From an optimization exercise on the open Yosys and OpenROAD flow, aimed at small area and a short achievable clock period; shortcuts taken in it are not production practice.
Where RTL was checked, it was by simulation tests only, not by an equivalence proof against the original.
For run 2, only the layout was checked, not whether the RTL still works.

==> flow/design.v, too long to show whole: its modules and the start of the top module <==
// module bbox_axis: 28 lines
// module bbox_extent: 20 lines
// module bbox_snap: 13 lines
// module bbox_cull_a: 1400 lines
// module bbox_cull_b: 163 lines
// module bbox_pipe: 486 lines
// module bbox_top: 89 lines
module bbox_top (
    input  logic               clk,
    input  logic               rst_n,
    input  logic [143:0]       tri_in,
    input  logic               tri_valid,
    input  logic [47:0]        screen,
    input  logic [3:0]         ss_code,
    input  logic               hold,
    output logic [143:0]       out_tri,
    output logic [95:0]        out_box,
    output logic               out_valid
);
  // ...
==> flow/flow/run.sh <==
#!/bin/bash
set -euo pipefail
bash standard.sh SETUP_SLACK_MARGIN=10.5 MATCH_CELL_FOOTPRINT=0 \
  "BUFFER_PORTS_ARGS=-buffer_cell sky130_fd_sc_hd__buf_2" finish > make.log 2>&1
==> flow/standard.sh <==
#!/bin/bash
# synth_recipe.tcl (not shown) runs the flow's synth.tcl, then flattens the netlist and writes it again
# the make line also repeats each setting of config.mk as NAME=value (left out here)
make -C /OpenROAD-flow-scripts/flow DESIGN_CONFIG=/design/flow/config.mk WORK_HOME=/design/flow/orfs CLKGATE_MAP_FILE= SYNTH_SCRIPT=/design/flow/synth_recipe.tcl "${@:-finish}"
==> flow/config.mk <==
export PLATFORM = sky130hd
export DESIGN_NAME = bbox_top
export DESIGN_NICKNAME = bbox_top
export VERILOG_FILES = /design/flow/design.v
export SDC_FILE = /design/flow/constraint.sdc
export NUM_CORES = 4
export LEC_CHECK = 0
export ABC_AREA = 1
export CAP_MARGIN = 20
export CORE_MARGIN = 2
export CORE_UTILIZATION = 55
export SLEW_MARGIN = 40
export TNS_END_PERCENT = 100
==> flow/constraint.sdc <==
create_clock -name core_clock -period 15.0 [get_ports {clk}]
set_input_delay 3.0000 -clock core_clock [delete_from_list [all_inputs] [get_ports {clk}]]
set_output_delay 3.0000 -clock core_clock [all_outputs]
set_load 0.01 [all_outputs]
==> impl_metrics.ini, run 1 <==
[run_status]
status = no timing/DRC/antenna violations

[clocking]
h-tree-depth = 3
postCtsSetupBuffers = 38
clk-insertion-delay-late_ns = 0.74
cts_resized = 290

[timing]
tns_ns = 0
maxSlewViolCount = 0

[global_route]
grt_max_degree = 85
grt.busiest_layer = met2

[critical_path]
slowest_stage = fa_1

[route]
vias = 45300

[min_path]
holdCritStartpoint = t1_q[121]
whs_endpoint = t2_q[121]

[final_layout]
stdcell_area_um2 = 71000
layout_common_cells = 853 x inv_1, 759 x edfxtp_1, 632 x xor2_1
utilization = 0.665
clkbuf_count = 96

[synth]
synthArstFlopShare = 0.00392
synthSimpleGateAreaFrac = 0.0620
synth_area_um2 = 59100

[die]
num_rows = 120
die_area_um2 = 110000
==> module bbox_cull_b, before the edit <==
module bbox_cull_b (
    input  logic [139:0] m,
    output logic        back_face
);
    wire b1147 = m[47] ^ m[48];
    wire b1148 = m[47] & m[48];
    wire b1149 = m[52] ^ m[53];
    wire b1150 = m[52] & m[53];
    wire b1151 = m[56] ^ m[57];
    wire b1152 = m[56] & m[57];
    wire b1153 = m[60] ^ m[61];
    wire b1154 = m[60] & m[61];
    wire b1155 = m[64] ^ m[65];
    wire b1156 = m[64] & m[65];
    wire b1157 = m[68] ^ m[69] ^ m[70];
    wire b1158 = (m[68] & m[69]) | (m[68] & m[70]) | (m[69] & m[70]);
    wire b1159 = m[73] ^ m[74];
    wire b1160 = m[73] & m[74];
    wire b1161 = m[77] ^ m[78] ^ m[79];
    wire b1162 = (m[77] & m[78]) | (m[77] & m[79]) | (m[78] & m[79]);
    wire b1163 = m[82] ^ m[83];
    wire b1164 = m[82] & m[83];
    wire b1165 = m[86] ^ m[87] ^ m[88];
    wire b1166 = (m[86] & m[87]) | (m[86] & m[88]) | (m[87] & m[88]);
    wire b1167 = m[91] ^ m[92];
    wire b1168 = m[91] & m[92];
    wire b1169 = m[25] ^ m[26];
    wire b1170 = m[25] & m[26];
    wire b1171 = m[29] ^ m[30];
    wire b1172 = m[29] & m[30];
    wire b1173 = m[32] ^ m[33];
    wire b1174 = m[32] & m[33];
    wire b1175 = m[35] ^ m[36];
    wire b1176 = m[35] & m[36];
    wire b1177 = m[38] ^ m[39];
    wire b1178 = m[38] & m[39];
    wire b1179 = m[41] ^ m[42];
    wire b1180 = m[41] & m[42];
    wire b1181 = m[44] ^ m[45];
    wire b1182 = m[44] & m[45];
    wire b1183 = m[49] ^ m[50] ^ m[51];
    wire b1184 = (m[49] & m[50]) | (m[49] & m[51]) | (m[50] & m[51]);
    wire b1185 = m[54] ^ m[55] ^ b1149;
    wire b1186 = (m[54] & m[55]) | (m[54] & b1149) | (m[55] & b1149);
    wire b1187 = m[58] ^ m[59] ^ b1151;
    wire b1188 = (m[58] & m[59]) | (m[58] & b1151) | (m[59] & b1151);
    wire b1189 = m[62] ^ m[63] ^ b1153;
    wire b1190 = (m[62] & m[63]) | (m[62] & b1153) | (m[63] & b1153);
    wire b1191 = m[66] ^ m[67] ^ b1155;
    wire b1192 = (m[66] & m[67]) | (m[66] & b1155) | (m[67] & b1155);
    wire b1193 = m[71] ^ m[72] ^ b1157;
    wire b1194 = (m[71] & m[72]) | (m[71] & b1157) | (m[72] & b1157);
    wire b1195 = m[75] ^ m[76] ^ b1159;
    wire b1196 = (m[75] & m[76]) | (m[75] & b1159) | (m[76] & b1159);
    wire b1197 = m[80] ^ m[81] ^ b1161;
    wire b1198 = (m[80] & m[81]) | (m[80] & b1161) | (m[81] & b1161);
    wire b1199 = m[84] ^ m[85] ^ b1163;
    wire b1200 = (m[84] & m[85]) | (m[84] & b1163) | (m[85] & b1163);
    wire b1201 = m[89] ^ m[90] ^ b1165;
    wire b1202 = (m[89] & m[90]) | (m[89] & b1165) | (m[90] & b1165);
    wire b1203 = m[93] ^ m[94] ^ b1167;
    wire b1204 = (m[93] & m[94]) | (m[93] & b1167) | (m[94] & b1167);
    wire b1205 = m[95] ^ m[96] ^ m[97];
    wire b1206 = (m[95] & m[96]) | (m[95] & m[97]) | (m[96] & m[97]);
    wire b1207 = m[98] ^ m[99];
    wire b1208 = m[98] & m[99];
    wire b1209 = m[101] ^ m[102] ^ m[103];
    wire b1210 = (m[101] & m[102]) | (m[101] & m[103]) | (m[102] & m[103]);
    wire b1211 = m[105] ^ m[106];
    wire b1212 = m[105] & m[106];
    wire b1213 = m[108] ^ m[109] ^ m[110];
    wire b1214 = (m[108] & m[109]) | (m[108] & m[110]) | (m[109] & m[110]);
    wire b1215 = m[112] ^ m[113];
    wire b1216 = m[112] & m[113];
    wire b1217 = m[6] ^ m[7];
    wire b1218 = m[6] & m[7];
    wire b1219 = m[9] ^ m[10];
    wire b1220 = m[9] & m[10];
    wire b1221 = m[11] ^ m[12];
    wire b1222 = m[11] & m[12];
    wire b1223 = m[13] ^ m[14];
    wire b1224 = m[13] & m[14];
    wire b1225 = m[15] ^ m[16];
    wire b1226 = m[15] & m[16];
    wire b1227 = m[17] ^ m[18];
    wire b1228 = m[17] & m[18];
    wire b1229 = m[19] ^ m[20];
    wire b1230 = m[19] & m[20];
    wire b1231 = m[21] ^ m[22];
    wire b1232 = m[21] & m[22];
    wire b1233 = m[23] ^ m[24];
    wire b1234 = m[23] & m[24];
    wire b1235 = m[27] ^ m[28] ^ b1169;
    wire b1236 = (m[27] & m[28]) | (m[27] & b1169) | (m[28] & b1169);
    wire b1237 = m[31] ^ b1171 ^ b1170;
    wire b1238 = (m[31] & b1171) | (m[31] & b1170) | (b1171 & b1170);
    wire b1239 = m[34] ^ b1173 ^ b1172;
    wire b1240 = (m[34] & b1173) | (m[34] & b1172) | (b1173 & b1172);
    wire b1241 = m[37] ^ b1175 ^ b1174;
    wire b1242 = (m[37] & b1175) | (m[37] & b1174) | (b1175 & b1174);
    wire b1243 = m[40] ^ b1177 ^ b1176;
    wire b1244 = (m[40] & b1177) | (m[40] & b1176) | (b1177 & b1176);
    wire b1245 = m[43] ^ b1179 ^ b1178;
    wire b1246 = (m[43] & b1179) | (m[43] & b1178) | (b1179 & b1178);
    wire b1247 = m[46] ^ b1181 ^ b1180;
    wire b1248 = (m[46] & b1181) | (m[46] & b1180) | (b1181 & b1180);
    wire b1249 = b1147 ^ b1183 ^ b1182;
    wire b1250 = (b1147 & b1183) | (b1147 & b1182) | (b1183 & b1182);
    wire b1251 = b1148 ^ b1185 ^ b1184;
    wire b1252 = (b1148 & b1185) | (b1148 & b1184) | (b1185 & b1184);
    wire b1253 = b1150 ^ b1187 ^ b1186;
    wire b1254 = (b1150 & b1187) | (b1150 & b1186) | (b1187 & b1186);
    wire b1255 = b1152 ^ b1189 ^ b1188;
    wire b1256 = (b1152 & b1189) | (b1152 & b1188) | (b1189 & b1188);
    wire b1257 = b1154 ^ b1191 ^ b1190;
    wire b1258 = (b1154 & b1191) | (b1154 & b1190) | (b1191 & b1190);
    wire b1259 = b1156 ^ b1193 ^ b1192;
    wire b1260 = (b1156 & b1193) | (b1156 & b1192) | (b1193 & b1192);
    wire b1261 = b1158 ^ b1195 ^ b1194;
    wire b1262 = (b1158 & b1195) | (b1158 & b1194) | (b1195 & b1194);
    wire b1263 = b1160 ^ b1197 ^ b1196;
    wire b1264 = (b1160 & b1197) | (b1160 & b1196) | (b1197 & b1196);
    wire b1265 = b1162 ^ b1199 ^ b1198;
    wire b1266 = (b1162 & b1199) | (b1162 & b1198) | (b1199 & b1198);
    wire b1267 = b1164 ^ b1201 ^ b1200;
    wire b1268 = (b1164 & b1201) | (b1164 & b1200) | (b1201 & b1200);
    wire b1269 = b1166 ^ b1203 ^ b1202;
    wire b1270 = (b1166 & b1203) | (b1166 & b1202) | (b1203 & b1202);
    wire b1271 = b1168 ^ b1205 ^ b1204;
    wire b1272 = (b1168 & b1205) | (b1168 & b1204) | (b1205 & b1204);
    wire b1273 = m[100] ^ b1207 ^ b1206;
    wire b1274 = (m[100] & b1207) | (m[100] & b1206) | (b1207 & b1206);
    wire b1275 = m[104] ^ b1209 ^ b1208;
    wire b1276 = (m[104] & b1209) | (m[104] & b1208) | (b1209 & b1208);
    wire b1277 = m[107] ^ b1211 ^ b1210;
    wire b1278 = (m[107] & b1211) | (m[107] & b1210) | (b1211 & b1210);
    wire b1279 = m[111] ^ b1213 ^ b1212;
    wire b1280 = (m[111] & b1213) | (m[111] & b1212) | (b1213 & b1212);
    wire b1281 = m[114] ^ b1215 ^ b1214;
    wire b1282 = (m[114] & b1215) | (m[114] & b1214) | (b1215 & b1214);
    wire b1283 = m[115] ^ m[116] ^ b1216;
    wire b1284 = (m[115] & m[116]) | (m[115] & b1216) | (m[116] & b1216);
    wire b1285 = m[117] ^ m[118];
    wire b1286 = m[117] & m[118];
    wire b1287 = m[119] ^ m[120] ^ m[121];
    wire b1288 = (m[119] & m[120]) | (m[119] & m[121]) | (m[120] & m[121]);
    wire b1289 = m[122] ^ m[123];
    wire b1290 = m[122] & m[123];
    wire b1291 = m[124] ^ m[125] ^ m[126];
    wire b1292 = (m[124] & m[125]) | (m[124] & m[126]) | (m[125] & m[126]);
    wire b1293 = m[127] ^ m[128];
    wire b1294 = m[127] & m[128];
    wire b1295 = m[129] ^ m[130] ^ m[131];
    wire b1296 = (m[129] & m[130]) | (m[129] & m[131]) | (m[130] & m[131]);
    wire b1297 = m[132] ^ m[133];
    wire b1298 = m[132] & m[133];
    wire b1299 = m[135] ^ m[136];
    wire b1300 = m[135] & m[136];
    wire [49:0] ra = {m[139], m[138], m[137], m[134], b1297, b1295, b1293, b1291, b1289, b1287, b1285, b1283, b1281, b1279, b1277, b1275, b1273, b1271, b1269, b1267, b1265, b1263, b1261, b1259, b1257, b1255, b1253, b1251, b1249, b1247, b1245, b1243, b1241, b1239, b1237, b1235, b1233, b1231, b1229, b1227, b1225, b1223, b1221, b1219, m[8], m[5], m[4], m[3], m[2], m[0]};
    wire [49:0] rb = {1'b0, b1300, b1299, b1298, b1296, b1294, b1292, b1290, b1288, b1286, b1284, b1282, b1280, b1278, b1276, b1274, b1272, b1270, b1268, b1266, b1264, b1262, b1260, b1258, b1256, b1254, b1252, b1250, b1248, b1246, b1244, b1242, b1240, b1238, b1236, b1234, b1232, b1230, b1228, b1226, b1224, b1222, b1220, b1218, b1217, 1'b0, 1'b0, 1'b0, 1'b0, m[1]};
    wire [49:0] fsum = ra + rb;
    assign back_face = fsum[49];
endmodule
==> module bbox_top, before the edit <==
module bbox_top (
    input  logic               clk,
    input  logic               rst_n,
    input  logic [143:0]       tri_in,
    input  logic               tri_valid,
    input  logic [47:0]        screen,
    input  logic [3:0]         ss_code,
    input  logic               hold,
    output logic [143:0]       out_tri,
    output logic [95:0]        out_box,
    output logic               out_valid
);
    localparam int NM = 140;
    logic [2:0]    keep_r, keep_d;
    logic [143:0]  t1_q, t2_q, t3_q;
    logic          v1, v2, v3;
    logic [24:0]   dx10_d, dy21_d, dy10_d, dx21_d;
    logic [24:0]   dx10, dy21, dy10, dx21;
    logic          x2lt0_d, y2lt0_d, x2lt0, y2lt0;
    logic [5:0]    ord_d, ord2;
    logic [NM-1:0] mid_d, mid2;
    logic [95:0]   box_d, box3;
    logic          back_face;
    bbox_snap u_snap (
        .ss_code (ss_code),
        .keep    (keep_d)
    );
    bbox_pipe u_diff (
        .tri_in (tri_in),
        .dx10   (dx10_d),
        .dy21   (dy21_d),
        .dy10   (dy10_d),
        .dx21   (dx21_d),
        .x2lt0  (x2lt0_d),
        .y2lt0  (y2lt0_d)
    );
    bbox_cull_a u_cull_a (
        .dx10 (dx10),
        .dy21 (dy21),
        .dy10 (dy10),
        .dx21 (dx21),
        .m    (mid_d)
    );
    assign ord_d = {dx10[24], dx21[24], x2lt0, dy10[24], dy21[24], y2lt0};
    bbox_cull_b u_cull_b (
        .m         (mid2),
        .back_face (back_face)
    );
    bbox_extent u_extent (
        .tri_in (t2_q),
        .order  (ord2),
        .screen (screen),
        .keep   (keep_r),
        .box    (box_d)
    );
    always_ff @(posedge clk) begin
        keep_r <= keep_d;
    end
    always_ff @(posedge clk) begin
        if (!hold) begin
            t1_q  <= tri_in;
            dx10  <= dx10_d;
            dy21  <= dy21_d;
            dy10  <= dy10_d;
            dx21  <= dx21_d;
            x2lt0 <= x2lt0_d;
            y2lt0 <= y2lt0_d;
            t2_q  <= t1_q;
            mid2  <= mid_d;
            ord2  <= ord_d;
            t3_q  <= t2_q;
            box3  <= box_d;
        end
    end
    always_ff @(posedge clk or negedge rst_n) begin
        if (!rst_n) begin
            v1 <= 1'b0;
            v2 <= 1'b0;
            v3 <= 1'b0;
        end else if (!hold) begin
            v1 <= tri_valid;
            v2 <= v1;
            v3 <= v2 & ~back_face;
        end
    end
    assign out_tri   = t3_q;
    assign out_box   = box3;
    assign out_valid = v3;
endmodule
==> run 2: changes to the inputs <==
--- a/flow/design.v
+++ b/flow/design.v
@@ -62,17 +62,17 @@
     end
 endmodule
 `timescale 1ns/1ps
 module bbox_cull_a (
     input  logic [24:0] dx10,
     input  logic [24:0] dy21,
     input  logic [24:0] dy10,
     input  logic [24:0] dx21,
-    output logic [139:0] m
+    output logic [182:0] m
 );
     wire [25:0] ax = {dx10[24], dx10};
     wire [25:0] cx = {dy10[24], dy10};
     wire [26:0] bx = {dy21[24], dy21, 1'b0};
     wire [26:0] dx = {dx21[24], dx21, 1'b0};
     wire pc0_s1 = dx[1] ^ dx[0];
     wire pc0_s2 = (dx[2] & ~dx[1] & ~dx[0]) | (~dx[2] & dx[1] & dx[0]);
     wire pc0_ng = dx[2];
@@ -1233,400 +1233,443 @@
     wire a1055 = a924 ^ a925 ^ a425;
     wire a1056 = (a924 & a925) | (a924 & a425) | (a925 & a425);
     wire a1057 = a926 ^ a927 ^ a431;
     wire a1058 = (a926 & a927) | (a926 & a431) | (a927 & a431);
     wire a1059 = a928 ^ a929 ^ 1'b1;
     wire a1060 = (a928 & a929) | (a928 & 1'b1) | (a929 & 1'b1);
     wire a1061 = a934 ^ a734 ^ a735;
     wire a1062 = (a934 & a734) | (a934 & a735) | (a734 & a735);
-    wire a1063 = a936 ^ a739 ^ pa2_ng;
-    wire a1064 = (a936 & a739) | (a936 & pa2_ng) | (a739 & pa2_ng);
-    wire a1065 = a942 ^ a943 ^ a469;
-    wire a1066 = (a942 & a943) | (a942 & a469) | (a943 & a469);
-    wire a1067 = a944 ^ a945 ^ a55;
-    wire a1068 = (a944 & a945) | (a944 & a55) | (a945 & a55);
-    wire a1069 = a946 ^ a947 ^ a761;
-    wire a1070 = (a946 & a947) | (a946 & a761) | (a947 & a761);
-    wire a1071 = a948 ^ a949 ^ a951;
-    wire a1072 = (a948 & a949) | (a948 & a951) | (a949 & a951);
-    wire a1073 = a950 ^ a952 ^ a953;
-    wire a1074 = (a950 & a952) | (a950 & a953) | (a952 & a953);
-    wire a1075 = a954 ^ a955 ^ a773;
-    wire a1076 = (a954 & a955) | (a954 & a773) | (a955 & a773);
-    wire a1077 = a956 ^ a957 ^ a777;
-    wire a1078 = (a956 & a957) | (a956 & a777) | (a957 & a777);
-    wire a1079 = a958 ^ a959 ^ a961;
-    wire a1080 = (a958 & a959) | (a958 & a961) | (a959 & a961);
-    wire a1081 = a960 ^ a962 ^ a963;
-    wire a1082 = (a960 & a962) | (a960 & a963) | (a962 & a963);
-    wire a1083 = a964 ^ a966 ^ a967;
-    wire a1084 = (a964 & a966) | (a964 & a967) | (a966 & a967);
-    wire a1085 = a968 ^ a970 ^ a971;
-    wire a1086 = (a968 & a970) | (a968 & a971) | (a970 & a971);
-    wire a1087 = a973 ^ a159 ^ a161;
-    wire a1088 = (a973 & a159) | (a973 & a161) | (a159 & a161);
-    wire a1089 = a972 ^ a974 ^ a975;
-    wire a1090 = (a972 & a974) | (a972 & a975) | (a974 & a975);
-    wire a1091 = a976 ^ a978 ^ a979;
-    wire a1092 = (a976 & a978) | (a976 & a979) | (a978 & a979);
-    wire a1093 = a980 ^ a982 ^ a983;
-    wire a1094 = (a980 & a982) | (a980 & a983) | (a982 & a983);
-    wire a1095 = a984 ^ a986 ^ a988;
-    wire a1096 = (a984 & a986) | (a984 & a988) | (a986 & a988);
-    wire a1097 = a989 ^ a991 ^ a583;
-    wire a1098 = (a989 & a991) | (a989 & a583) | (a991 & a583);
-    wire a1099 = a990 ^ a992 ^ a993;
-    wire a1100 = (a990 & a992) | (a990 & a993) | (a992 & a993);
-    wire a1101 = a995 ^ a835 ^ pa12_pp[1];
-    wire a1102 = (a995 & a835) | (a995 & pa12_pp[1]) | (a835 & pa12_pp[1]);
-    wire a1103 = a994 ^ a996 ^ a997;
-    wire a1104 = (a994 & a996) | (a994 & a997) | (a996 & a997);
-    wire a1105 = a998 ^ a1000 ^ a1002;
-    wire a1106 = (a998 & a1000) | (a998 & a1002) | (a1000 & a1002);
-    wire a1107 = a1003 ^ a1005 ^ a849;
-    wire a1108 = (a1003 & a1005) | (a1003 & a849) | (a1005 & a849);
-    wire a1109 = a1004 ^ a1006 ^ a1007;
-    wire a1110 = (a1004 & a1006) | (a1004 & a1007) | (a1006 & a1007);
-    wire a1111 = a1008 ^ a1010 ^ a1012;
-    wire a1112 = (a1008 & a1010) | (a1008 & a1012) | (a1010 & a1012);
-    wire a1113 = a1013 ^ a1015 ^ a637;
-    wire a1114 = (a1013 & a1015) | (a1013 & a637) | (a1015 & a637);
-    wire a1115 = a1014 ^ a1016 ^ a1017;
-    wire a1116 = (a1014 & a1016) | (a1014 & a1017) | (a1016 & a1017);
-    wire a1117 = a1018 ^ a1020 ^ a1021;
-    wire a1118 = (a1018 & a1020) | (a1018 & a1021) | (a1020 & a1021);
-    wire a1119 = a1022 ^ a1024 ^ a1025;
-    wire a1120 = (a1022 & a1024) | (a1022 & a1025) | (a1024 & a1025);
-    wire a1121 = a1026 ^ a1028 ^ a1029;
-    wire a1122 = (a1026 & a1028) | (a1026 & a1029) | (a1028 & a1029);
-    wire a1123 = a1030 ^ a1032 ^ a1033;
-    wire a1124 = (a1030 & a1032) | (a1030 & a1033) | (a1032 & a1033);
-    wire a1125 = a1034 ^ a1036 ^ a1037;
-    wire a1126 = (a1034 & a1036) | (a1034 & a1037) | (a1036 & a1037);
-    wire a1127 = a1038 ^ a1040 ^ a1041;
-    wire a1128 = (a1038 & a1040) | (a1038 & a1041) | (a1040 & a1041);
-    wire a1129 = a1042 ^ a1043 ^ a903;
-    wire a1130 = (a1042 & a1043) | (a1042 & a903) | (a1043 & a903);
-    wire a1131 = a1044 ^ a1045 ^ a909;
-    wire a1132 = (a1044 & a1045) | (a1044 & a909) | (a1045 & a909);
-    wire a1133 = a1046 ^ a1047 ^ a913;
-    wire a1134 = (a1046 & a1047) | (a1046 & a913) | (a1047 & a913);
-    wire a1135 = a1048 ^ a1049 ^ a917;
-    wire a1136 = (a1048 & a1049) | (a1048 & a917) | (a1049 & a917);
-    wire a1137 = a1050 ^ a1051 ^ a921;
-    wire a1138 = (a1050 & a1051) | (a1050 & a921) | (a1051 & a921);
-    wire a1139 = a1052 ^ a1053 ^ a723;
-    wire a1140 = (a1052 & a1053) | (a1052 & a723) | (a1053 & a723);
-    wire a1141 = a1054 ^ a1055 ^ a427;
-    wire a1142 = (a1054 & a1055) | (a1054 & a427) | (a1055 & a427);
-    wire a1143 = a1060 ^ a930 ^ a931;
-    wire a1144 = (a1060 & a930) | (a1060 & a931) | (a930 & a931);
-    wire a1145 = a1062 ^ a736 ^ a441;
     assign m[0] = a1;
     assign m[1] = pa0_ng;
     assign m[2] = a443;
     assign m[3] = a737;
     assign m[4] = a935;
-    assign m[5] = a1063;
-    assign m[6] = a1064;
-    assign m[7] = a740;
-    assign m[8] = a741;
-    assign m[9] = a742;
-    assign m[10] = a743;
-    assign m[11] = a937;
-    assign m[12] = pa3_pp[1];
-    assign m[13] = a938;
-    assign m[14] = a939;
-    assign m[15] = a940;
-    assign m[16] = a941;
-    assign m[17] = a1065;
-    assign m[18] = a471;
-    assign m[19] = a1066;
-    assign m[20] = a1067;
-    assign m[21] = a1068;
-    assign m[22] = a1069;
-    assign m[23] = a1070;
-    assign m[24] = a1071;
-    assign m[25] = a1072;
-    assign m[26] = a1073;
-    assign m[27] = a769;
-    assign m[28] = a85;
-    assign m[29] = a1074;
-    assign m[30] = a1075;
-    assign m[31] = a501;
-    assign m[32] = a1076;
-    assign m[33] = a1077;
-    assign m[34] = a779;
-    assign m[35] = a1078;
-    assign m[36] = a1079;
-    assign m[37] = a517;
-    assign m[38] = a1080;
-    assign m[39] = a1081;
-    assign m[40] = a965;
-    assign m[41] = a1082;
-    assign m[42] = a1083;
-    assign m[43] = a969;
-    assign m[44] = a1084;
-    assign m[45] = a1085;
-    assign m[46] = a1087;
-    assign m[47] = a1086;
-    assign m[48] = a1088;
-    assign m[49] = a1089;
-    assign m[50] = a977;
-    assign m[51] = pa10_pp[1];
-    assign m[52] = a1090;
-    assign m[53] = a1091;
-    assign m[54] = a981;
-    assign m[55] = a815;
-    assign m[56] = a1092;
-    assign m[57] = a1093;
-    assign m[58] = a985;
-    assign m[59] = a987;
-    assign m[60] = a1094;
-    assign m[61] = a1095;
-    assign m[62] = a1097;
-    assign m[63] = a585;
-    assign m[64] = a1096;
-    assign m[65] = a1098;
-    assign m[66] = a1099;
-    assign m[67] = a1101;
-    assign m[68] = a1100;
-    assign m[69] = a1102;
-    assign m[70] = a1103;
-    assign m[71] = a999;
-    assign m[72] = a1001;
-    assign m[73] = a1104;
-    assign m[74] = a1105;
-    assign m[75] = a1107;
-    assign m[76] = a851;
-    assign m[77] = a1106;
-    assign m[78] = a1108;
-    assign m[79] = a1109;
-    assign m[80] = a1009;
-    assign m[81] = a1011;
-    assign m[82] = a1110;
-    assign m[83] = a1111;
-    assign m[84] = a1113;
-    assign m[85] = 1'b1;
-    assign m[86] = a1112;
-    assign m[87] = a1114;
-    assign m[88] = a1115;
-    assign m[89] = a1019;
-    assign m[90] = a647;
-    assign m[91] = a1116;
-    assign m[92] = a1117;
-    assign m[93] = a1023;
-    assign m[94] = a327;
-    assign m[95] = a1118;
-    assign m[96] = a1119;
-    assign m[97] = a1027;
-    assign m[98] = a1120;
-    assign m[99] = a1121;
-    assign m[100] = a1031;
-    assign m[101] = a1122;
-    assign m[102] = a1123;
-    assign m[103] = a1035;
-    assign m[104] = a679;
-    assign m[105] = a1124;
-    assign m[106] = a1125;
-    assign m[107] = a1039;
-    assign m[108] = a1126;
-    assign m[109] = a1127;
-    assign m[110] = a899;
-    assign m[111] = a901;
-    assign m[112] = a1128;
-    assign m[113] = a1129;
-    assign m[114] = a905;
-    assign m[115] = a1130;
-    assign m[116] = a1131;
-    assign m[117] = a1132;
-    assign m[118] = a1133;
-    assign m[119] = a1134;
-    assign m[120] = a1135;
-    assign m[121] = pa12_pp[16];
-    assign m[122] = a1136;
-    assign m[123] = a1137;
-    assign m[124] = a1138;
-    assign m[125] = a1139;
-    assign m[126] = pa12_pp[18];
-    assign m[127] = a1140;
-    assign m[128] = a1141;
-    assign m[129] = a1142;
-    assign m[130] = a1056;
-    assign m[131] = a1057;
-    assign m[132] = a1058;
-    assign m[133] = a1059;
-    assign m[134] = a1143;
-    assign m[135] = a1144;
-    assign m[136] = a932;
-    assign m[137] = a933;
-    assign m[138] = a1061;
-    assign m[139] = a1145;
+    assign m[5] = a936;
+    assign m[6] = a739;
+    assign m[7] = pa2_ng;
+    assign m[8] = a740;
+    assign m[9] = a741;
+    assign m[10] = a742;
+    assign m[11] = a743;
+    assign m[12] = a937;
+    assign m[13] = pa3_pp[1];
+    assign m[14] = a938;
+    assign m[15] = a939;
+    assign m[16] = a940;
+    assign m[17] = a941;
+    assign m[18] = a942;
+    assign m[19] = a943;
+    assign m[20] = a469;
+    assign m[21] = a471;
+    assign m[22] = a944;
+    assign m[23] = a945;
+    assign m[24] = a55;
+    assign m[25] = a946;
+    assign m[26] = a947;
+    assign m[27] = a761;
+    assign m[28] = a948;
+    assign m[29] = a949;
+    assign m[30] = a951;
+    assign m[31] = a950;
+    assign m[32] = a952;
+    assign m[33] = a953;
+    assign m[34] = a769;
+    assign m[35] = a85;
+    assign m[36] = a954;
+    assign m[37] = a955;
+    assign m[38] = a773;
+    assign m[39] = a501;
+    assign m[40] = a956;
+    assign m[41] = a957;
+    assign m[42] = a777;
+    assign m[43] = a779;
+    assign m[44] = a958;
+    assign m[45] = a959;
+    assign m[46] = a961;
+    assign m[47] = a517;
+    assign m[48] = a960;
+    assign m[49] = a962;
+    assign m[50] = a963;
+    assign m[51] = a965;
+    assign m[52] = a964;
+    assign m[53] = a966;
+    assign m[54] = a967;
+    assign m[55] = a969;
+    assign m[56] = a968;
+    assign m[57] = a970;
+    assign m[58] = a971;
+    assign m[59] = a973;
+    assign m[60] = a159;
+    assign m[61] = a161;
+    assign m[62] = a972;
+    assign m[63] = a974;
+    assign m[64] = a975;
+    assign m[65] = a977;
+    assign m[66] = pa10_pp[1];
+    assign m[67] = a976;
+    assign m[68] = a978;
+    assign m[69] = a979;
+    assign m[70] = a981;
+    assign m[71] = a815;
+    assign m[72] = a980;
+    assign m[73] = a982;
+    assign m[74] = a983;
+    assign m[75] = a985;
+    assign m[76] = a987;
+    assign m[77] = a984;
+    assign m[78] = a986;
+    assign m[79] = a988;
+    assign m[80] = a989;
+    assign m[81] = a991;
+    assign m[82] = a583;
+    assign m[83] = a585;
+    assign m[84] = a990;
+    assign m[85] = a992;
+    assign m[86] = a993;
+    assign m[87] = a995;
+    assign m[88] = a835;
+    assign m[89] = pa12_pp[1];
+    assign m[90] = a994;
+    assign m[91] = a996;
+    assign m[92] = a997;
+    assign m[93] = a999;
+    assign m[94] = a1001;
+    assign m[95] = a998;
+    assign m[96] = a1000;
+    assign m[97] = a1002;
+    assign m[98] = a1003;
+    assign m[99] = a1005;
+    assign m[100] = a849;
+    assign m[101] = a851;
+    assign m[102] = a1004;
+    assign m[103] = a1006;
+    assign m[104] = a1007;
+    assign m[105] = a1009;
+    assign m[106] = a1011;
+    assign m[107] = a1008;
+    assign m[108] = a1010;
+    assign m[109] = a1012;
+    assign m[110] = a1013;
+    assign m[111] = a1015;
+    assign m[112] = a637;
+    assign m[113] = 1'b1;
+    assign m[114] = a1014;
+    assign m[115] = a1016;
+    assign m[116] = a1017;
+    assign m[117] = a1019;
+    assign m[118] = a647;
+    assign m[119] = a1018;
+    assign m[120] = a1020;
+    assign m[121] = a1021;
+    assign m[122] = a1023;
+    assign m[123] = a327;
+    assign m[124] = a1022;
+    assign m[125] = a1024;
+    assign m[126] = a1025;
+    assign m[127] = a1027;
+    assign m[128] = a1026;
+    assign m[129] = a1028;
+    assign m[130] = a1029;
+    assign m[131] = a1031;
+    assign m[132] = a1030;
+    assign m[133] = a1032;
+    assign m[134] = a1033;
+    assign m[135] = a1035;
+    assign m[136] = a679;
+    assign m[137] = a1034;
+    assign m[138] = a1036;
+    assign m[139] = a1037;
+    assign m[140] = a1039;
+    assign m[141] = a1038;
+    assign m[142] = a1040;
+    assign m[143] = a1041;
+    assign m[144] = a899;
+    assign m[145] = a901;
+    assign m[146] = a1042;
+    assign m[147] = a1043;
+    assign m[148] = a903;
+    assign m[149] = a905;
+    assign m[150] = a1044;
+    assign m[151] = a1045;
+    assign m[152] = a909;
+    assign m[153] = a1046;
+    assign m[154] = a1047;
+    assign m[155] = a913;
+    assign m[156] = a1048;
+    assign m[157] = a1049;
+    assign m[158] = a917;
+    assign m[159] = pa12_pp[16];
+    assign m[160] = a1050;
+    assign m[161] = a1051;
+    assign m[162] = a921;
+    assign m[163] = a1052;
+    assign m[164] = a1053;
+    assign m[165] = a723;
+    assign m[166] = pa12_pp[18];
+    assign m[167] = a1054;
+    assign m[168] = a1055;
+    assign m[169] = a427;
+    assign m[170] = a1056;
+    assign m[171] = a1057;
+    assign m[172] = a1058;
+    assign m[173] = a1059;
+    assign m[174] = a1060;
+    assign m[175] = a930;
+    assign m[176] = a931;
+    assign m[177] = a932;
+    assign m[178] = a933;
+    assign m[179] = a1061;
+    assign m[180] = a1062;
+    assign m[181] = a736;
+    assign m[182] = a441;
 endmodule
 module bbox_cull_b (
-    input  logic [139:0] m,
+    input  logic [182:0] m,
     output logic        back_face
 );
-    wire b1147 = m[47] ^ m[48];
-    wire b1148 = m[47] & m[48];
-    wire b1149 = m[52] ^ m[53];
-    wire b1150 = m[52] & m[53];
-    wire b1151 = m[56] ^ m[57];
-    wire b1152 = m[56] & m[57];
-    wire b1153 = m[60] ^ m[61];
-    wire b1154 = m[60] & m[61];
-    wire b1155 = m[64] ^ m[65];
-    wire b1156 = m[64] & m[65];
-    wire b1157 = m[68] ^ m[69] ^ m[70];
-    wire b1158 = (m[68] & m[69]) | (m[68] & m[70]) | (m[69] & m[70]);
-    wire b1159 = m[73] ^ m[74];
-    wire b1160 = m[73] & m[74];
-    wire b1161 = m[77] ^ m[78] ^ m[79];
-    wire b1162 = (m[77] & m[78]) | (m[77] & m[79]) | (m[78] & m[79]);
-    wire b1163 = m[82] ^ m[83];
-    wire b1164 = m[82] & m[83];
-    wire b1165 = m[86] ^ m[87] ^ m[88];
-    wire b1166 = (m[86] & m[87]) | (m[86] & m[88]) | (m[87] & m[88]);
-    wire b1167 = m[91] ^ m[92];
-    wire b1168 = m[91] & m[92];
-    wire b1169 = m[25] ^ m[26];
-    wire b1170 = m[25] & m[26];
-    wire b1171 = m[29] ^ m[30];
-    wire b1172 = m[29] & m[30];
-    wire b1173 = m[32] ^ m[33];
-    wire b1174 = m[32] & m[33];
-    wire b1175 = m[35] ^ m[36];
-    wire b1176 = m[35] & m[36];
-    wire b1177 = m[38] ^ m[39];
-    wire b1178 = m[38] & m[39];
-    wire b1179 = m[41] ^ m[42];
-    wire b1180 = m[41] & m[42];
-    wire b1181 = m[44] ^ m[45];
-    wire b1182 = m[44] & m[45];
-    wire b1183 = m[49] ^ m[50] ^ m[51];
-    wire b1184 = (m[49] & m[50]) | (m[49] & m[51]) | (m[50] & m[51]);
-    wire b1185 = m[54] ^ m[55] ^ b1149;
-    wire b1186 = (m[54] & m[55]) | (m[54] & b1149) | (m[55] & b1149);
-    wire b1187 = m[58] ^ m[59] ^ b1151;
-    wire b1188 = (m[58] & m[59]) | (m[58] & b1151) | (m[59] & b1151);
-    wire b1189 = m[62] ^ m[63] ^ b1153;
-    wire b1190 = (m[62] & m[63]) | (m[62] & b1153) | (m[63] & b1153);
-    wire b1191 = m[66] ^ m[67] ^ b1155;
-    wire b1192 = (m[66] & m[67]) | (m[66] & b1155) | (m[67] & b1155);
-    wire b1193 = m[71] ^ m[72] ^ b1157;
-    wire b1194 = (m[71] & m[72]) | (m[71] & b1157) | (m[72] & b1157);
-    wire b1195 = m[75] ^ m[76] ^ b1159;
-    wire b1196 = (m[75] & m[76]) | (m[75] & b1159) | (m[76] & b1159);
-    wire b1197 = m[80] ^ m[81] ^ b1161;
-    wire b1198 = (m[80] & m[81]) | (m[80] & b1161) | (m[81] & b1161);
-    wire b1199 = m[84] ^ m[85] ^ b1163;
-    wire b1200 = (m[84] & m[85]) | (m[84] & b1163) | (m[85] & b1163);
-    wire b1201 = m[89] ^ m[90] ^ b1165;
-    wire b1202 = (m[89] & m[90]) | (m[89] & b1165) | (m[90] & b1165);
-    wire b1203 = m[93] ^ m[94] ^ b1167;
-    wire b1204 = (m[93] & m[94]) | (m[93] & b1167) | (m[94] & b1167);
-    wire b1205 = m[95] ^ m[96] ^ m[97];
-    wire b1206 = (m[95] & m[96]) | (m[95] & m[97]) | (m[96] & m[97]);
-    wire b1207 = m[98] ^ m[99];
-    wire b1208 = m[98] & m[99];
-    wire b1209 = m[101] ^ m[102] ^ m[103];
-    wire b1210 = (m[101] & m[102]) | (m[101] & m[103]) | (m[102] & m[103]);
-    wire b1211 = m[105] ^ m[106];
-    wire b1212 = m[105] & m[106];
-    wire b1213 = m[108] ^ m[109] ^ m[110];
-    wire b1214 = (m[108] & m[109]) | (m[108] & m[110]) | (m[109] & m[110]);
-    wire b1215 = m[112] ^ m[113];
-    wire b1216 = m[112] & m[113];
-    wire b1217 = m[6] ^ m[7];
-    wire b1218 = m[6] & m[7];
-    wire b1219 = m[9] ^ m[10];
-    wire b1220 = m[9] & m[10];
-    wire b1221 = m[11] ^ m[12];
-    wire b1222 = m[11] & m[12];
-    wire b1223 = m[13] ^ m[14];
-    wire b1224 = m[13] & m[14];
-    wire b1225 = m[15] ^ m[16];
-    wire b1226 = m[15] & m[16];
-    wire b1227 = m[17] ^ m[18];
-    wire b1228 = m[17] & m[18];
-    wire b1229 = m[19] ^ m[20];
-    wire b1230 = m[19] & m[20];
-    wire b1231 = m[21] ^ m[22];
-    wire b1232 = m[21] & m[22];
-    wire b1233 = m[23] ^ m[24];
-    wire b1234 = m[23] & m[24];
-    wire b1235 = m[27] ^ m[28] ^ b1169;
-    wire b1236 = (m[27] & m[28]) | (m[27] & b1169) | (m[28] & b1169);
-    wire b1237 = m[31] ^ b1171 ^ b1170;
-    wire b1238 = (m[31] & b1171) | (m[31] & b1170) | (b1171 & b1170);
-    wire b1239 = m[34] ^ b1173 ^ b1172;
-    wire b1240 = (m[34] & b1173) | (m[34] & b1172) | (b1173 & b1172);
-    wire b1241 = m[37] ^ b1175 ^ b1174;
-    wire b1242 = (m[37] & b1175) | (m[37] & b1174) | (b1175 & b1174);
-    wire b1243 = m[40] ^ b1177 ^ b1176;
-    wire b1244 = (m[40] & b1177) | (m[40] & b1176) | (b1177 & b1176);
-    wire b1245 = m[43] ^ b1179 ^ b1178;
-    wire b1246 = (m[43] & b1179) | (m[43] & b1178) | (b1179 & b1178);
-    wire b1247 = m[46] ^ b1181 ^ b1180;
-    wire b1248 = (m[46] & b1181) | (m[46] & b1180) | (b1181 & b1180);
-    wire b1249 = b1147 ^ b1183 ^ b1182;
-    wire b1250 = (b1147 & b1183) | (b1147 & b1182) | (b1183 & b1182);
-    wire b1251 = b1148 ^ b1185 ^ b1184;
-    wire b1252 = (b1148 & b1185) | (b1148 & b1184) | (b1185 & b1184);
-    wire b1253 = b1150 ^ b1187 ^ b1186;
-    wire b1254 = (b1150 & b1187) | (b1150 & b1186) | (b1187 & b1186);
-    wire b1255 = b1152 ^ b1189 ^ b1188;
-    wire b1256 = (b1152 & b1189) | (b1152 & b1188) | (b1189 & b1188);
-    wire b1257 = b1154 ^ b1191 ^ b1190;
-    wire b1258 = (b1154 & b1191) | (b1154 & b1190) | (b1191 & b1190);
-    wire b1259 = b1156 ^ b1193 ^ b1192;
-    wire b1260 = (b1156 & b1193) | (b1156 & b1192) | (b1193 & b1192);
-    wire b1261 = b1158 ^ b1195 ^ b1194;
-    wire b1262 = (b1158 & b1195) | (b1158 & b1194) | (b1195 & b1194);
-    wire b1263 = b1160 ^ b1197 ^ b1196;
-    wire b1264 = (b1160 & b1197) | (b1160 & b1196) | (b1197 & b1196);
-    wire b1265 = b1162 ^ b1199 ^ b1198;
-    wire b1266 = (b1162 & b1199) | (b1162 & b1198) | (b1199 & b1198);
-    wire b1267 = b1164 ^ b1201 ^ b1200;
-    wire b1268 = (b1164 & b1201) | (b1164 & b1200) | (b1201 & b1200);
-    wire b1269 = b1166 ^ b1203 ^ b1202;
-    wire b1270 = (b1166 & b1203) | (b1166 & b1202) | (b1203 & b1202);
-    wire b1271 = b1168 ^ b1205 ^ b1204;
-    wire b1272 = (b1168 & b1205) | (b1168 & b1204) | (b1205 & b1204);
-    wire b1273 = m[100] ^ b1207 ^ b1206;
-    wire b1274 = (m[100] & b1207) | (m[100] & b1206) | (b1207 & b1206);
-    wire b1275 = m[104] ^ b1209 ^ b1208;
-    wire b1276 = (m[104] & b1209) | (m[104] & b1208) | (b1209 & b1208);
-    wire b1277 = m[107] ^ b1211 ^ b1210;
-    wire b1278 = (m[107] & b1211) | (m[107] & b1210) | (b1211 & b1210);
-    wire b1279 = m[111] ^ b1213 ^ b1212;
-    wire b1280 = (m[111] & b1213) | (m[111] & b1212) | (b1213 & b1212);
-    wire b1281 = m[114] ^ b1215 ^ b1214;
-    wire b1282 = (m[114] & b1215) | (m[114] & b1214) | (b1215 & b1214);
-    wire b1283 = m[115] ^ m[116] ^ b1216;
-    wire b1284 = (m[115] & m[116]) | (m[115] & b1216) | (m[116] & b1216);
-    wire b1285 = m[117] ^ m[118];
-    wire b1286 = m[117] & m[118];
-    wire b1287 = m[119] ^ m[120] ^ m[121];
-    wire b1288 = (m[119] & m[120]) | (m[119] & m[121]) | (m[120] & m[121]);
-    wire b1289 = m[122] ^ m[123];
-    wire b1290 = m[122] & m[123];
-    wire b1291 = m[124] ^ m[125] ^ m[126];
-    wire b1292 = (m[124] & m[125]) | (m[124] & m[126]) | (m[125] & m[126]);
-    wire b1293 = m[127] ^ m[128];
-    wire b1294 = m[127] & m[128];
-    wire b1295 = m[129] ^ m[130] ^ m[131];
-    wire b1296 = (m[129] & m[130]) | (m[129] & m[131]) | (m[130] & m[131]);
-    wire b1297 = m[132] ^ m[133];
-    wire b1298 = m[132] & m[133];
-    wire b1299 = m[135] ^ m[136];
-    wire b1300 = m[135] & m[136];
-    wire [49:0] ra = {m[139], m[138], m[137], m[134], b1297, b1295, b1293, b1291, b1289, b1287, b1285, b1283, b1281, b1279, b1277, b1275, b1273, b1271, b1269, b1267, b1265, b1263, b1261, b1259, b1257, b1255, b1253, b1251, b1249, b1247, b1245, b1243, b1241, b1239, b1237, b1235, b1233, b1231, b1229, b1227, b1225, b1223, b1221, b1219, m[8], m[5], m[4], m[3], m[2], m[0]};
-    wire [49:0] rb = {1'b0, b1300, b1299, b1298, b1296, b1294, b1292, b1290, b1288, b1286, b1284, b1282, b1280, b1278, b1276, b1274, b1272, b1270, b1268, b1266, b1264, b1262, b1260, b1258, b1256, b1254, b1252, b1250, b1248, b1246, b1244, b1242, b1240, b1238, b1236, b1234, b1232, b1230, b1228, b1226, b1224, b1222, b1220, b1218, b1217, 1'b0, 1'b0, 1'b0, 1'b0, m[1]};
+    wire b1063 = m[77] ^ m[78];
+    wire b1064 = m[77] & m[78];
+    wire b1065 = m[84] ^ m[85];
+    wire b1066 = m[84] & m[85];
+    wire b1067 = m[95] ^ m[96];
+    wire b1068 = m[95] & m[96];
+    wire b1069 = m[107] ^ m[108];
+    wire b1070 = m[107] & m[108];
+    wire b1071 = m[31] ^ m[32];
+    wire b1072 = m[31] & m[32];
+    wire b1073 = m[36] ^ m[37];
+    wire b1074 = m[36] & m[37];
+    wire b1075 = m[40] ^ m[41];
+    wire b1076 = m[40] & m[41];
+    wire b1077 = m[44] ^ m[45];
+    wire b1078 = m[44] & m[45];
+    wire b1079 = m[48] ^ m[49];
+    wire b1080 = m[48] & m[49];
+    wire b1081 = m[52] ^ m[53];
+    wire b1082 = m[52] & m[53];
+    wire b1083 = m[56] ^ m[57] ^ m[58];
+    wire b1084 = (m[56] & m[57]) | (m[56] & m[58]) | (m[57] & m[58]);
+    wire b1085 = m[59] ^ m[60];
+    wire b1086 = m[59] & m[60];
+    wire b1087 = m[62] ^ m[63] ^ m[64];
+    wire b1088 = (m[62] & m[63]) | (m[62] & m[64]) | (m[63] & m[64]);
+    wire b1089 = m[65] ^ m[66];
+    wire b1090 = m[65] & m[66];
+    wire b1091 = m[67] ^ m[68] ^ m[69];
+    wire b1092 = (m[67] & m[68]) | (m[67] & m[69]) | (m[68] & m[69]);
+    wire b1093 = m[70] ^ m[71];
+    wire b1094 = m[70] & m[71];
+    wire b1095 = m[72] ^ m[73] ^ m[74];
+    wire b1096 = (m[72] & m[73]) | (m[72] & m[74]) | (m[73] & m[74]);
+    wire b1097 = m[75] ^ m[76];
+    wire b1098 = m[75] & m[76];
+    wire b1099 = m[79] ^ m[80] ^ m[81];
+    wire b1100 = (m[79] & m[80]) | (m[79] & m[81]) | (m[80] & m[81]);
+    wire b1101 = m[82] ^ m[83] ^ b1063;
+    wire b1102 = (m[82] & m[83]) | (m[82] & b1063) | (m[83] & b1063);
+    wire b1103 = m[86] ^ m[87] ^ m[88];
+    wire b1104 = (m[86] & m[87]) | (m[86] & m[88]) | (m[87] & m[88]);
+    wire b1105 = m[89] ^ b1065 ^ b1064;
+    wire b1106 = (m[89] & b1065) | (m[89] & b1064) | (b1065 & b1064);
+    wire b1107 = m[90] ^ m[91] ^ m[92];
+    wire b1108 = (m[90] & m[91]) | (m[90] & m[92]) | (m[91] & m[92]);
+    wire b1109 = m[93] ^ m[94] ^ b1066;
+    wire b1110 = (m[93] & m[94]) | (m[93] & b1066) | (m[94] & b1066);
+    wire b1111 = m[97] ^ m[98] ^ m[99];
+    wire b1112 = (m[97] & m[98]) | (m[97] & m[99]) | (m[98] & m[99]);
+    wire b1113 = m[100] ^ m[101] ^ b1067;
+    wire b1114 = (m[100] & m[101]) | (m[100] & b1067) | (m[101] & b1067);
+    wire b1115 = m[102] ^ m[103] ^ m[104];
+    wire b1116 = (m[102] & m[103]) | (m[102] & m[104]) | (m[103] & m[104]);
+    wire b1117 = m[105] ^ m[106] ^ b1068;
+    wire b1118 = (m[105] & m[106]) | (m[105] & b1068) | (m[106] & b1068);
+    wire b1119 = m[109] ^ m[110] ^ m[111];
+    wire b1120 = (m[109] & m[110]) | (m[109] & m[111]) | (m[110] & m[111]);
+    wire b1121 = m[112] ^ m[113] ^ b1069;
+    wire b1122 = (m[112] & m[113]) | (m[112] & b1069) | (m[113] & b1069);
+    wire b1123 = m[114] ^ m[115] ^ m[116];
+    wire b1124 = (m[114] & m[115]) | (m[114] & m[116]) | (m[115] & m[116]);
+    wire b1125 = m[117] ^ m[118] ^ b1070;
+    wire b1126 = (m[117] & m[118]) | (m[117] & b1070) | (m[118] & b1070);
+    wire b1127 = m[119] ^ m[120] ^ m[121];
+    wire b1128 = (m[119] & m[120]) | (m[119] & m[121]) | (m[120] & m[121]);
+    wire b1129 = m[122] ^ m[123];
+    wire b1130 = m[122] & m[123];
+    wire b1131 = m[124] ^ m[125] ^ m[126];
+    wire b1132 = (m[124] & m[125]) | (m[124] & m[126]) | (m[125] & m[126]);
+    wire b1133 = m[128] ^ m[129];
+    wire b1134 = m[128] & m[129];
+    wire b1135 = m[132] ^ m[133] ^ m[134];
+    wire b1136 = (m[132] & m[133]) | (m[132] & m[134]) | (m[133] & m[134]);
+    wire b1137 = m[137] ^ m[138];
+    wire b1138 = m[137] & m[138];
+    wire b1139 = m[141] ^ m[142] ^ m[143];
+    wire b1140 = (m[141] & m[142]) | (m[141] & m[143]) | (m[142] & m[143]);
+    wire b1141 = m[146] ^ m[147];
+    wire b1142 = m[146] & m[147];
+    wire b1143 = m[18] ^ m[19];
+    wire b1144 = m[18] & m[19];
+    wire b1145 = m[22] ^ m[23];
+    wire b1146 = m[22] & m[23];
+    wire b1147 = m[25] ^ m[26];
+    wire b1148 = m[25] & m[26];
+    wire b1149 = m[28] ^ m[29];
+    wire b1150 = m[28] & m[29];
+    wire b1151 = m[33] ^ m[34] ^ m[35];
+    wire b1152 = (m[33] & m[34]) | (m[33] & m[35]) | (m[34] & m[35]);
+    wire b1153 = m[38] ^ m[39] ^ b1073;
+    wire b1154 = (m[38] & m[39]) | (m[38] & b1073) | (m[39] & b1073);
+    wire b1155 = m[42] ^ m[43] ^ b1075;
+    wire b1156 = (m[42] & m[43]) | (m[42] & b1075) | (m[43] & b1075);
+    wire b1157 = m[46] ^ m[47] ^ b1077;
+    wire b1158 = (m[46] & m[47]) | (m[46] & b1077) | (m[47] & b1077);
+    wire b1159 = m[50] ^ m[51] ^ b1079;
+    wire b1160 = (m[50] & m[51]) | (m[50] & b1079) | (m[51] & b1079);
+    wire b1161 = m[54] ^ m[55] ^ b1081;
+    wire b1162 = (m[54] & m[55]) | (m[54] & b1081) | (m[55] & b1081);
+    wire b1163 = m[61] ^ b1083 ^ b1085;
+    wire b1164 = (m[61] & b1083) | (m[61] & b1085) | (b1083 & b1085);
+    wire b1165 = b1087 ^ b1089 ^ b1084;
+    wire b1166 = (b1087 & b1089) | (b1087 & b1084) | (b1089 & b1084);
+    wire b1167 = b1091 ^ b1093 ^ b1088;
+    wire b1168 = (b1091 & b1093) | (b1091 & b1088) | (b1093 & b1088);
+    wire b1169 = b1095 ^ b1097 ^ b1092;
+    wire b1170 = (b1095 & b1097) | (b1095 & b1092) | (b1097 & b1092);
+    wire b1171 = b1099 ^ b1101 ^ b1096;
+    wire b1172 = (b1099 & b1101) | (b1099 & b1096) | (b1101 & b1096);
+    wire b1173 = b1103 ^ b1105 ^ b1100;
+    wire b1174 = (b1103 & b1105) | (b1103 & b1100) | (b1105 & b1100);
+    wire b1175 = b1107 ^ b1109 ^ b1104;
+    wire b1176 = (b1107 & b1109) | (b1107 & b1104) | (b1109 & b1104);
+    wire b1177 = b1111 ^ b1113 ^ b1108;
+    wire b1178 = (b1111 & b1113) | (b1111 & b1108) | (b1113 & b1108);
+    wire b1179 = b1115 ^ b1117 ^ b1112;
+    wire b1180 = (b1115 & b1117) | (b1115 & b1112) | (b1117 & b1112);
+    wire b1181 = b1119 ^ b1121 ^ b1116;
+    wire b1182 = (b1119 & b1121) | (b1119 & b1116) | (b1121 & b1116);
+    wire b1183 = b1123 ^ b1125 ^ b1120;
+    wire b1184 = (b1123 & b1125) | (b1123 & b1120) | (b1125 & b1120);
+    wire b1185 = b1127 ^ b1129 ^ b1124;
+    wire b1186 = (b1127 & b1129) | (b1127 & b1124) | (b1129 & b1124);
+    wire b1187 = m[127] ^ b1131 ^ b1128;
+    wire b1188 = (m[127] & b1131) | (m[127] & b1128) | (b1131 & b1128);
+    wire b1189 = m[130] ^ m[131] ^ b1133;
+    wire b1190 = (m[130] & m[131]) | (m[130] & b1133) | (m[131] & b1133);
+    wire b1191 = m[135] ^ m[136] ^ b1135;
+    wire b1192 = (m[135] & m[136]) | (m[135] & b1135) | (m[136] & b1135);
+    wire b1193 = m[139] ^ m[140] ^ b1137;
+    wire b1194 = (m[139] & m[140]) | (m[139] & b1137) | (m[140] & b1137);
+    wire b1195 = m[144] ^ m[145] ^ b1139;
+    wire b1196 = (m[144] & m[145]) | (m[144] & b1139) | (m[145] & b1139);
+    wire b1197 = m[148] ^ m[149] ^ b1141;
+    wire b1198 = (m[148] & m[149]) | (m[148] & b1141) | (m[149] & b1141);
+    wire b1199 = m[150] ^ m[151] ^ m[152];
+    wire b1200 = (m[150] & m[151]) | (m[150] & m[152]) | (m[151] & m[152]);
+    wire b1201 = m[153] ^ m[154];
+    wire b1202 = m[153] & m[154];
+    wire b1203 = m[156] ^ m[157] ^ m[158];
+    wire b1204 = (m[156] & m[157]) | (m[156] & m[158]) | (m[157] & m[158]);
+    wire b1205 = m[160] ^ m[161];
+    wire b1206 = m[160] & m[161];
+    wire b1207 = m[163] ^ m[164] ^ m[165];
+    wire b1208 = (m[163] & m[164]) | (m[163] & m[165]) | (m[164] & m[165]);
+    wire b1209 = m[167] ^ m[168];
+    wire b1210 = m[167] & m[168];
+    wire b1211 = m[5] ^ m[6];
+    wire b1212 = m[5] & m[6];
+    wire b1213 = m[8] ^ m[9];
+    wire b1214 = m[8] & m[9];
+    wire b1215 = m[10] ^ m[11];
+    wire b1216 = m[10] & m[11];
+    wire b1217 = m[12] ^ m[13];
+    wire b1218 = m[12] & m[13];
+    wire b1219 = m[14] ^ m[15];
+    wire b1220 = m[14] & m[15];
+    wire b1221 = m[16] ^ m[17];
+    wire b1222 = m[16] & m[17];
+    wire b1223 = m[20] ^ m[21] ^ b1143;
+    wire b1224 = (m[20] & m[21]) | (m[20] & b1143) | (m[21] & b1143);
+    wire b1225 = m[24] ^ b1145 ^ b1144;
+    wire b1226 = (m[24] & b1145) | (m[24] & b1144) | (b1145 & b1144);
+    wire b1227 = m[27] ^ b1147 ^ b1146;
+    wire b1228 = (m[27] & b1147) | (m[27] & b1146) | (b1147 & b1146);
+    wire b1229 = m[30] ^ b1149 ^ b1148;
+    wire b1230 = (m[30] & b1149) | (m[30] & b1148) | (b1149 & b1148);
+    wire b1231 = b1071 ^ b1151 ^ b1150;
+    wire b1232 = (b1071 & b1151) | (b1071 & b1150) | (b1151 & b1150);
+    wire b1233 = b1072 ^ b1153 ^ b1152;
+    wire b1234 = (b1072 & b1153) | (b1072 & b1152) | (b1153 & b1152);
+    wire b1235 = b1074 ^ b1155 ^ b1154;
+    wire b1236 = (b1074 & b1155) | (b1074 & b1154) | (b1155 & b1154);
+    wire b1237 = b1076 ^ b1157 ^ b1156;
+    wire b1238 = (b1076 & b1157) | (b1076 & b1156) | (b1157 & b1156);
+    wire b1239 = b1078 ^ b1159 ^ b1158;
+    wire b1240 = (b1078 & b1159) | (b1078 & b1158) | (b1159 & b1158);
+    wire b1241 = b1080 ^ b1161 ^ b1160;
+    wire b1242 = (b1080 & b1161) | (b1080 & b1160) | (b1161 & b1160);
+    wire b1243 = b1082 ^ b1163 ^ b1162;
+    wire b1244 = (b1082 & b1163) | (b1082 & b1162) | (b1163 & b1162);
+    wire b1245 = b1086 ^ b1165 ^ b1164;
+    wire b1246 = (b1086 & b1165) | (b1086 & b1164) | (b1165 & b1164);
+    wire b1247 = b1090 ^ b1167 ^ b1166;
+    wire b1248 = (b1090 & b1167) | (b1090 & b1166) | (b1167 & b1166);
+    wire b1249 = b1094 ^ b1169 ^ b1168;
+    wire b1250 = (b1094 & b1169) | (b1094 & b1168) | (b1169 & b1168);
+    wire b1251 = b1098 ^ b1171 ^ b1170;
+    wire b1252 = (b1098 & b1171) | (b1098 & b1170) | (b1171 & b1170);
+    wire b1253 = b1102 ^ b1173 ^ b1172;
+    wire b1254 = (b1102 & b1173) | (b1102 & b1172) | (b1173 & b1172);
+    wire b1255 = b1106 ^ b1175 ^ b1174;
+    wire b1256 = (b1106 & b1175) | (b1106 & b1174) | (b1175 & b1174);
+    wire b1257 = b1110 ^ b1177 ^ b1176;
+    wire b1258 = (b1110 & b1177) | (b1110 & b1176) | (b1177 & b1176);
+    wire b1259 = b1114 ^ b1179 ^ b1178;
+    wire b1260 = (b1114 & b1179) | (b1114 & b1178) | (b1179 & b1178);
+    wire b1261 = b1118 ^ b1181 ^ b1180;
+    wire b1262 = (b1118 & b1181) | (b1118 & b1180) | (b1181 & b1180);
+    wire b1263 = b1122 ^ b1183 ^ b1182;
+    wire b1264 = (b1122 & b1183) | (b1122 & b1182) | (b1183 & b1182);
+    wire b1265 = b1126 ^ b1185 ^ b1184;
+    wire b1266 = (b1126 & b1185) | (b1126 & b1184) | (b1185 & b1184);
+    wire b1267 = b1130 ^ b1187 ^ b1186;
+    wire b1268 = (b1130 & b1187) | (b1130 & b1186) | (b1187 & b1186);
+    wire b1269 = b1132 ^ b1189 ^ b1188;
+    wire b1270 = (b1132 & b1189) | (b1132 & b1188) | (b1189 & b1188);
+    wire b1271 = b1134 ^ b1191 ^ b1190;
+    wire b1272 = (b1134 & b1191) | (b1134 & b1190) | (b1191 & b1190);
+    wire b1273 = b1136 ^ b1193 ^ b1192;
+    wire b1274 = (b1136 & b1193) | (b1136 & b1192) | (b1193 & b1192);
+    wire b1275 = b1138 ^ b1195 ^ b1194;
+    wire b1276 = (b1138 & b1195) | (b1138 & b1194) | (b1195 & b1194);
+    wire b1277 = b1140 ^ b1197 ^ b1196;
+    wire b1278 = (b1140 & b1197) | (b1140 & b1196) | (b1197 & b1196);
+    wire b1279 = b1142 ^ b1199 ^ b1198;
+    wire b1280 = (b1142 & b1199) | (b1142 & b1198) | (b1199 & b1198);
+    wire b1281 = m[155] ^ b1201 ^ b1200;
+    wire b1282 = (m[155] & b1201) | (m[155] & b1200) | (b1201 & b1200);
+    wire b1283 = m[159] ^ b1203 ^ b1202;
+    wire b1284 = (m[159] & b1203) | (m[159] & b1202) | (b1203 & b1202);
+    wire b1285 = m[162] ^ b1205 ^ b1204;
+    wire b1286 = (m[162] & b1205) | (m[162] & b1204) | (b1205 & b1204);
+    wire b1287 = m[166] ^ b1207 ^ b1206;
+    wire b1288 = (m[166] & b1207) | (m[166] & b1206) | (b1207 & b1206);
+    wire b1289 = m[169] ^ b1209 ^ b1208;
+    wire b1290 = (m[169] & b1209) | (m[169] & b1208) | (b1209 & b1208);
+    wire b1291 = m[170] ^ m[171] ^ b1210;
+    wire b1292 = (m[170] & m[171]) | (m[170] & b1210) | (m[171] & b1210);
+    wire b1293 = m[172] ^ m[173];
+    wire b1294 = m[172] & m[173];
+    wire b1295 = m[174] ^ m[175] ^ m[176];
+    wire b1296 = (m[174] & m[175]) | (m[174] & m[176]) | (m[175] & m[176]);
+    wire b1297 = m[177] ^ m[178];
+    wire b1298 = m[177] & m[178];
+    wire b1299 = m[180] ^ m[181];
+    wire [49:0] ra = {m[182], m[179], b1297, b1295, b1293, b1291, b1289, b1287, b1285, b1283, b1281, b1279, b1277, b1275, b1273, b1271, b1269, b1267, b1265, b1263, b1261, b1259, b1257, b1255, b1253, b1251, b1249, b1247, b1245, b1243, b1241, b1239, b1237, b1235, b1233, b1231, b1229, b1227, b1225, b1223, b1221, b1219, b1217, b1215, b1213, m[7], m[4], m[3], m[2], m[0]};
+    wire [49:0] rb = {b1299, b1298, b1296, b1294, b1292, b1290, b1288, b1286, b1284, b1282, b1280, b1278, b1276, b1274, b1272, b1270, b1268, b1266, b1264, b1262, b1260, b1258, b1256, b1254, b1252, b1250, b1248, b1246, b1244, b1242, b1240, b1238, b1236, b1234, b1232, b1230, b1228, b1226, b1224, b1222, b1220, b1218, b1216, b1214, b1212, b1211, 1'b0, 1'b0, 1'b0, m[1]};
     wire [49:0] fsum = ra + rb;
     assign back_face = fsum[49];
 endmodule
 `timescale 1ns/1ps
 module bbox_pipe (
     input  logic [143:0] tri_in,
     output logic [24:0]  dx10,
     output logic [24:0]  dy21,
@@ -2120,17 +2163,17 @@
     input  logic               tri_valid,
     input  logic [47:0]        screen,
     input  logic [3:0]         ss_code,
     input  logic               hold,
     output logic [143:0]       out_tri,
     output logic [95:0]        out_box,
     output logic               out_valid
 );
-    localparam int NM = 140;
+    localparam int NM = 183;
     logic [2:0]    keep_r, keep_d;
     logic [143:0]  t1_q, t2_q, t3_q;
     logic          v1, v2, v3;
     logic [24:0]   dx10_d, dy21_d, dy10_d, dx21_d;
     logic [24:0]   dx10, dy21, dy10, dx21;
     logic          x2lt0_d, y2lt0_d, x2lt0, y2lt0;
     logic [5:0]    ord_d, ord2;
     logic [NM-1:0] mid_d, mid2;
==> flow/flow/run.sh (replaced) <==
#!/bin/bash
set -euo pipefail
bash standard.sh SETUP_SLACK_MARGIN=10.5 MATCH_CELL_FOOTPRINT=0 \
  "BUFFER_PORTS_ARGS=-buffer_cell sky130_fd_sc_hd__buf_1" finish > make.log 2>&1
--- a/flow/config.mk
+++ b/flow/config.mk
@@ -5,9 +5,9 @@
 export SDC_FILE = /design/flow/constraint.sdc
 export NUM_CORES = 4
 export LEC_CHECK = 0
 export ABC_AREA = 1
 export CAP_MARGIN = 20
 export CORE_MARGIN = 2
 export CORE_UTILIZATION = 55
 export SLEW_MARGIN = 40
-export TNS_END_PERCENT = 100
+export TNS_END_PERCENT = 10
==> impl_metrics.ini, run 2 <==
[critical_path]
worstPathCellList = clkbuf_2, inv_2, buf_4, ha_1, nand2_1, o21ai_1, o21ai_0, o2111ai_1, nand2_1, nand2_1, nand2_1
cp_slowest_stage_delay_ns = 0.50
cp-start-kind = primary input
cp-end-kind = flop
r2r_end = mid2[122]
crit_required_ns = 15.45
setup.worst_path.start = tri_in[29]
cpMostUsedCell = nand2_1
cp.depth = 11
ff2ff_path_depth = 12
crit_family = compound AO/OA/AOI/OAI gates
cp.arrival_ns = 5.00
critical_path_buf_inv_count = 3
r2r_slack_ns = 10.53
slowest_stage = o21ai_1
worst_r2r_startpoint = dx21[13]
crit_type = in -> reg
cp_max_fo = 2
setup.worst_path.end = x2lt0

[final_layout]
stdcell_count = 7273
area_delta_synth_final_pct = 12.1
drive_gt1_frac = 0.101
regMostFlops = mid2
largest_reg_flops = 182
fin_nets = 6886
stdcell_area_um2 = 67400
layout_common_cells = 904 x inv_1, 802 x edfxtp_1, 634 x xor2_1
final_common_cell = inv_1

[synth]
ys_ff_latch = 808
ys_top_cells_by_area = edfxtp_1 40%, fa_1 21%, xor2_1 9.2%
seq_area_frac_synth = 0.402
synth_edf_count = 802
synthArstFlopShare = 0.00371
synthCells = 5412
ys_top_cells_by_count = 974 x inv_1, 802 x edfxtp_1, 636 x fa_1
yosysMostFrequentCell = inv_1
ys.flop_type = edfxtp_1
yosysTopAreaCell = edfxtp_1
yosysWarnings = 2
syn_area_per_cell_um2 = 11.1
ys_types = 53
synth_area_um2 = 60200
synth_top_area_frac = 0.400

[clocking]
clk_path_buf_depth = 3
cts_made_buffers = 87
clk_pin_slew_ns = 0.06
cts.hold.buffers_added = 0
cts_tree = built
h-tree-depth = 3
clk-insertion-delay-late_ns = 0.70
root_buffer = clkbuf_16
cts.sinks = 808

[route]
drtPass1Iterations = 8
viasPerCell = 5.90
vias = 42900
wl_per_cell_um = 25.7
drc_errors = 0
drt-total-wl_um = 187000
ant_nets = 0
drt_iter0_drc = 4565

[global_route]
track_usage = 0.332
first_global_vias = 42200
antenna_found_initial = 6
grt_max_degree = 93
overflow = 0
grt_pass1_wl_um = 273000

[timing]
setup_viol = 0
timing.hold.ws_ns = 0.404
clock.fmax_mhz = 220
post-route-period-util = 0.303
max_slew_margin = 0.443
rsz0062_at_grt = true
worst_slew_pin_slew_ns = 0.830
maxSlewViolCount = 0
worst_slack_ns = 10.45
fin_skew_ns = 0.0390
hold_viol_final = 0
timing.final.crit_period_ns = 4.55

[die]
initial_core_util = 0.554
io_pins = 441
fp.dieW_um = 335
die-height_um = 335
core-area_um2 = 109000
num_rows = 121
die_area_um2 = 112000

[placed_design]
port_buffers = 424
dp.cells = 7049
hpwl_um = 134000
gp_congestion = 0.980
place_ws_ns = 9.06
place_area_um2 = 63100

[min_path]
hp-class = reg -> reg

[run]
maxCapViolations = 0

[run_status]
status = no timing/DRC/antenna violations
-- run 2: timing repair --
item,4_1_cts,5_1_grt
gates resized for setup,121,193
endpoints found under the setup margin,779,507
gates cloned,6,3
endpoints found under the hold margin,0,0
pin swaps,16,33
setup buffers,21,33
-- run 2: worst reg2reg max path, stage by stage, from the launching register on --
cell and delay [ns]:
edfxtp_1 0.36, buf_4 0.21, inv_2 0.07, buf_4 0.39
nand2_1 0.22, nand2_4 0.35, o22ai_1 0.16, xor2_1 0.20
fa_1 0.53, fa_1 0.73, fa_1 0.48, inv_1 0.08
fa_1 0.43
-- run 2: worst min-delay path by stage --
stage,to,cells after the start,startpoint
floorplan,ord2[0],0,y2lt0
global placement,t2_q[46],0,t1_q[46]
detailed placement,t2_q[119],0,t1_q[119]
CTS,t3_q[120],0,t2_q[120]
global route,t3_q[120],0,t2_q[120]
finish,t2_q[60],0,t1_q[60]
-- run 2: cell families after synthesis --
| kind of cell | count (synthesis) | synth area share |
|---|---|---|
| buffers and inverters | 1313 | 0.0864 |
| AO/OA/AOI/OAI | 917 | 0.0934 |
| adder cells (fa/ha/maj) | 899 | 0.266 |
| AND/OR/NAND/NOR | 828 | 0.0573 |
| flip-flops | 808 | 0.402 |
| XOR/XNOR | 646 | 0.0940 |
| other | 1 | 0.0000623 |
-- run 2: final cells by class --
cell class	count	area, µm²
Clock inverter	54	520
Timing Repair Buffer	582	3220
Tap cell	1414	1770
Multi-Input combinational cell	3308	31600
Sequential cell	808	24200
Fill cell	8951	41300
Antenna cell	6	15.0
Timing Repair inverter	3	17.5
Inverter	997	3800
Clock buffer	101	2250
-- run 2: metrics by stage --
step	setup TNS, ns	utilization
after floorplan	-265.78	-
after global placement	0	0.579
after detailed placement	0	0.580
after CTS	0	0.612
after global routing	0	0.620
final	0	0.620
-- run 2: routing by layer --
layer / up-vias / GRT usage / wire length (µm) / share of wire
met1: 21100 / 0.452 / 74100 / 0.40
met5: - / 0.00347 / 75 / 0.00040
met4: 6 / 0.116 / 7460 / 0.040
met3: 509 / 0.121 / 24000 / 0.13
met2: 2544 / 0.493 / 81500 / 0.44
li1: 18700 / - / - / -

-- afterwards: timing with drivers on the ports --
In the flow no input, the clock included, has a driving cell. The finished layouts below were timed again as built, in two steps. Step 1, drivers: a clkbuf_16 drives clk and a buf_2 each remaining input, both assumed. Step 2 times the ports against the registers' clock, not the clock port: input delays grow and output delays shrink by t, the midpoint of the rising clock arrivals with the driver on. Three values: no drivers, after step 1, after step 2; two values: the first two.
run | shift t [ns] | setup slack, ns | worst setup path after step 2 | slew at the worst register clock pin (ns)
run 1 | 0.781 | 10.428 / 10.428 / 9.734 | input to register | 0.08 / 0.08
run 2 | 0.758 | 10.451 / 10.483 / 9.726 | input to register | 0.07 / 0.07
After both steps every run listed still meets setup and hold. For run 2, which loses most, drivers alone change the setup slack by +0.032 ns; drivers and shift together by -0.725 ns.
